Source: an optimization exercise on an open RTL-to-GDS flow (aim: small area, a short achievable clock period and few clock cycles per item). Production flows keep margins and buffers that such runs may drop.
At most, simulation tests tie the RTL to the original design; equivalence was not proved.
Power figures rest on the tool's default switching activity, not on a simulated workload.

## run 1
Design cpu_top, start of the top module:
module cpu_top #(
    parameter int inst_addr_w = 8
) (
    input  wire                     clk,
    input  wire                     rst_n,
    input  wire [data_w-1:0]        inst_rdata,
    input  wire [data_w-1:0]        data_rdata,
    output logic [inst_addr_w-1:0]  inst_addr,
    output logic [data_addr_w-1:0]  data_addr,
    output logic [data_w-1:0]       data_wdata,
    output logic                    data_we,
    output logic                    io_stall
);
export LEC_CHECK = 0
export CAP_MARGIN = 20
export CORE_MARGIN = 2
export CORE_UTILIZATION = 40
export SLEW_MARGIN = 20
create_clock -name core_clock -period 10.0 [get_ports {clk}]
standard.sh (not shown) runs the stock make flow with config.mk's settings and CLKGATE_MAP_FILE= SYNTH_SCRIPT=/design/flow/synth_recipe.tcl, a recipe that flattens the netlist after the stock synthesis.
==> flow/flow/run.sh <==
#!/bin/bash
# Standard layout with two changes:
# - timing repair aims below the clock period: the repair steps treat any
#   path with less than SETUP_SLACK_MARGIN ns of slack as failing, so they
#   keep improving the worst path past the 10 ns constraint (TNS_END_PERCENT
#   0: only the worst path, which sets the achieved period);
# - the port buffers are plain buf_2 cells rather than the delay cell that
#   buffer_ports picks by default.
cp standard.sh standard.sh.txt
cp config.mk config.mk.txt
export SETUP_SLACK_MARGIN=7
export TNS_END_PERCENT=0
export BUFFER_PORTS_ARGS="-buffer_cell sky130_fd_sc_hd__buf_2"
bash standard.sh > standard.log 2>&1
Run 1: PASS, flow complete, no timing, DRC or antenna violations
Input changes introduced in run 2 (baseline for comparison: run 1):
==> flow/flow/run.sh <==
#!/bin/bash
# Standard layout, with timing repair aiming below the clock period: the
# repair steps treat any path with less than SETUP_SLACK_MARGIN ns of slack
# as failing, so they keep improving the paths past the 10 ns constraint.
cp standard.sh standard.sh.txt
cp config.mk config.mk.txt
export SETUP_SLACK_MARGIN=7
export TNS_END_PERCENT=0
bash standard.sh > standard.log 2>&1
Notes after the runs:
- Run 2 does worse than run 1 on count of vias placed by the detailed router.
- Looking at routed wire length across both flows, run 2 is the weaker of the two, with run 1 ahead.
- Run 2 gives more part of the cycle the worst path needs than run 1 did.
- Diff run 1 and run 2: hold slack higher in run 2
- In the final reports, the cell area of run 2 is larger than that of run 1.
- Sequential share of layout area ends up lower on run 2.
- The cell count after placement on run 2 is in line with that on run 1.
- Relative to run 1, the clock-buffer cell count measured on run 2 has decreased by a little under 10%.
- Of run 1 and run 2, the run reporting the lower instance count on the critical path was run 1.
- Sort run 1 and run 2 by smallest setup slack after layout, descending, and run 1 comes first.
No functional check of the RTL was part of any run of this note.

* * *

cpu_top, a different RTL version from the one above (not shown whole).
Size in the first run: about 420 flip-flops, ~68 I/O pins, about 24000 sq um of cells after synthesis.
clock: 10.0 ns
lec_check: 0
cap_margin: 20
core_margin: 2
core_utilization: 60
cts_cluster_diameter: 100
cts_cluster_size: 20
slew_margin: 20
==> flow/flow/run.sh <==
#!/bin/bash
# Standard layout with two changes:
# - timing repair aims below the clock period: the repair steps treat any
#   path with less than SETUP_SLACK_MARGIN ns of slack as failing, so they
#   keep improving the worst path past the 10 ns constraint (TNS_END_PERCENT
#   0: only the worst path, which sets the achieved period);
# - the port buffers are plain buf_2 cells rather than the delay cell that
#   buffer_ports picks by default.
cp standard.sh standard.sh.txt
cp config.mk config.mk.txt
export SETUP_SLACK_MARGIN=7
export TNS_END_PERCENT=0
export BUFFER_PORTS_ARGS="-buffer_cell sky130_fd_sc_hd__buf_2"
bash standard.sh > standard.log 2>&1
The first run went through all stages and came out clean.
Testbench counts at the start, summed over its fixed seeds: cycles 60,777, instrs 50,571.
Change:
--- a/flow/config.mk
+++ b/flow/config.mk
@@ -10 +10 @@
-export CORE_UTILIZATION = 60
+export CORE_UTILIZATION = 40
After rerunning: Critical path depth falls by 1; final area rises by 1.7%; global-route usage went down by 11 points; first-iteration DRC count went up by 11%; area after synthesis does not change; worst setup slack got worse by 0.13 ns.
Change:
--- a/flow/config.mk
+++ b/flow/config.mk
@@ -10,3 +10 @@
-export CORE_UTILIZATION = 40
-export CTS_CLUSTER_DIAMETER = 100
-export CTS_CLUSTER_SIZE = 20
+export CORE_UTILIZATION = 60
Total power grows by a little under a tenth.
Core utilization grows by 24 points.
Sequential power stays flat.
Maximum frequency grows by a few percent.
Design area grows slightly.
First-iteration DRC count shrinks by a little under a tenth.

* * *

run A:
Starting RTL as in the previous note.
clock: 10.0 ns
lec_check: 0
cap_margin: 20
core_margin: 2
core_utilization: 60
cts_cluster_diameter: 100
cts_cluster_size: 24
slew_margin: 20
==> flow/flow/run.sh <==
#!/bin/bash
# Standard layout with two changes:
# - timing repair aims below the clock period: the repair steps treat any
#   path with less than SETUP_SLACK_MARGIN ns of slack as failing, so they
#   keep improving the worst path past the 10 ns constraint (TNS_END_PERCENT
#   0: only the worst path, which sets the achieved period);
# - the port buffers are plain buf_2 cells rather than the delay cell that
#   buffer_ports picks by default.
cp standard.sh standard.sh.txt
cp config.mk config.mk.txt
export SETUP_SLACK_MARGIN=6.7
export TNS_END_PERCENT=0
export BUFFER_PORTS_ARGS="-buffer_cell sky130_fd_sc_hd__buf_2"
bash standard.sh > standard.log 2>&1
Testbench counts of run A, summed over its fixed seeds: cycles 60,777, instrs 50,571.
> inputs changed (run A -> run B)
diff --git a/flow/flow/run.sh b/flow/flow/run.sh
--- a/flow/flow/run.sh
+++ b/flow/flow/run.sh
@@ -10,3 +10,3 @@
 cp config.mk config.mk.txt
-export SETUP_SLACK_MARGIN=6.7
+export SETUP_SLACK_MARGIN=6.4
 export TNS_END_PERCENT=0
--- outcome ---
Compared run B against run A; area used by sequential logic in the layout within noise.
Looking at share of final-layout standard cells stronger than drive strength 1 across run B and run A, the one that comes out higher is run A.
Run B ended with less proportion of final cell area spent on non-clock buffers than run A.
Diff run A -> run B: area growth from synthesis to layout -2.8 points, wire length of the first global-routing pass -3.5%.
Comparing aggregate global-route resource usage for run B and run A, the bigger number came from run A.
In run B the non-clock buffer count turned out about 20% lower than in run A.
Inputs modified between run B and run C:
- CORE_UTILIZATION changed from 60 to 40
- CTS_CLUSTER_SIZE removed (was 24)
- CTS_CLUSTER_DIAMETER removed (was 100)
==> flow/flow/run.sh <==
#!/bin/bash
# Standard layout, with timing repair aiming below the clock period: the
# repair steps treat any path with less than SETUP_SLACK_MARGIN ns of slack
# as failing, so they keep improving the paths past the 10 ns constraint.
cp standard.sh standard.sh.txt
cp config.mk config.mk.txt
export SETUP_SLACK_MARGIN=7.5
export TNS_END_PERCENT=0
bash standard.sh > standard.log 2>&1
[summary]
- Run C vs run B, slowest cell on the critical path: sky130_fd_sc_hd__clkdlybuf4s50_1 vs sky130_fd_sc_hd__edfxtp_1
- Re total length of routed wires: run C and run B aren't equal, and the lower value belongs to run B.
- Summary of run C over run B: reported leakage power went up by 0.91 nW; portion of total power attributed to the clock network went up by 7.3 points; fraction of area in registers went down by 3.7 points.
- Run C vs. run B: combinational share of power -1.9 points; met2 track demand over resource in global routing -14 points.
- Against run B, final weighted congestion of routability-driven global placement in run C fell by a few percent.
- Relative to run B, the power of the clock network measured on run C has increased by more than half.
Relative to run C, the following input files were edited for run D:
- CORE_UTILIZATION: 40 -> 60
- CTS_CLUSTER_SIZE: unset -> 24
- CTS_CLUSTER_DIAMETER: unset -> 100
==> flow/flow/run.sh <==
#!/bin/bash
# Standard layout with two changes:
# - timing repair aims below the clock period: the repair steps treat any
#   path with less than SETUP_SLACK_MARGIN ns of slack as failing, so they
#   keep improving the worst path past the 10 ns constraint (TNS_END_PERCENT
#   0: only the worst path, which sets the achieved period);
# - the port buffers are plain buf_2 cells rather than the delay cell that
#   buffer_ports picks by default.
cp standard.sh standard.sh.txt
cp config.mk config.mk.txt
export SETUP_SLACK_MARGIN=7
export TNS_END_PERCENT=0
export BUFFER_PORTS_ARGS="-buffer_cell sky130_fd_sc_hd__buf_2"
bash standard.sh > standard.log 2>&1
[summary]
Run D against run C; mean routed wirelength per cell is up by a few percent.
Run C -> run D: total via count after detailed routing decreased slightly
Relative to run C, largest stage delay on the critical path has gone down in run D.
In the tables for run C and run D, sequential share of layout area reads lower with run C.
Sort run C and run D by met1 wire length, descending, and run C comes first.
## Diff of input files: run E against run D
- removing CTS_CLUSTER_DIAMETER (formerly 100)
- removing CTS_CLUSTER_SIZE (formerly 24)
- changing CORE_UTILIZATION from 60 to 40
==> flow/flow/run.sh <==
#!/bin/bash
# Standard layout, with timing repair aiming below the clock period: the
# repair steps treat any path with less than SETUP_SLACK_MARGIN ns of slack
# as failing, so they keep improving the paths past the 10 ns constraint.
cp standard.sh standard.sh.txt
cp config.mk config.mk.txt
export SETUP_SLACK_MARGIN=7
export TNS_END_PERCENT=0
bash standard.sh > standard.log 2>&1
==> comparison <==
Summary — actual transition at the worst max-transition pin, run E relative to run D: lower, by 0.048 ns.
Relative contribution of the clock network to total power: run E > run D
Tap cell count grows by more than a quarter when moving from run D to run E.
Taking run E over run D, the net switching power of the design ratio works out to 1.09.
flip-flop to flip-flop as the critical path class was reported by run D, and primary input to flip-flop by run E.
Diff run E and run D: clock edge transition at the registers on the reported setup and hold paths higher in run D
The final critical-path share of the clock period on run E is in line with that on run D.
Run E vs run D, cell at the slowest stage of the critical path: sky130_fd_sc_hd__clkdlybuf4s50_1 vs sky130_fd_sc_hd__edfxtp_1
Summary of run E over run D: combinational share of power now smaller, number of diodes added for antenna fixing picked up an extra 1.

[port drivers added, routing unchanged]
Ports are ideal in the flow. The routed layouts listed here were re-timed in OpenROAD.
Step 1, drivers: a clkbuf_16 drives clk and a buf_2 each remaining input, both assumed.
Step 2 also shifts input and output timing later by t, the mid clock arrival at the registers, as if the neighbouring blocks saw the same clock.
a / b / c = no drivers / after step 1 / after step 2; a / b = the first two.
run | t (ns) | setup slack, ns | slew at the worst register clock pin (ns) | worst data-port slew with drivers (ns) | pins driven straight from the clock port
run 1 | 0.646 | 6.403 / 6.365 / 5.837 | 0.06 / 0.06 | 0.05 | 1
run 2 | 0.653 | 6.227 / 6.227 / 5.726 | 0.06 / 0.06 | 0.05 | 1
the first run of note 2 | 0.637 | 6.423 / 6.423 / 5.844 | 0.09 / 0.09 | 0.04 | 1
the second run of note 2 | 0.627 | 6.289 / 6.289 / 5.822 | 0.09 / 0.09 | 0.05 | 1
the third run of note 2 | 0.635 | 6.420 / 6.419 / 5.819 | 0.07 / 0.07 | 0.06 | 1
run A | 0.635 | 6.403 / 6.403 / 5.854 | 0.10 / 0.10 | 0.04 | 1
run B | 0.631 | 6.357 / 6.357 / 5.808 | 0.10 / 0.10 | 0.04 | 1
run C | 0.633 | 6.408 / 6.370 / 5.806 | 0.07 / 0.07 | 0.05 | 1
run D | 0.635 | 6.403 / 6.403 / 5.854 | 0.10 / 0.10 | 0.04 | 1
run E | 0.633 | 6.408 / 6.370 / 5.806 | 0.07 / 0.07 | 0.05 | 1
After both steps setup and hold are still met in every run listed.
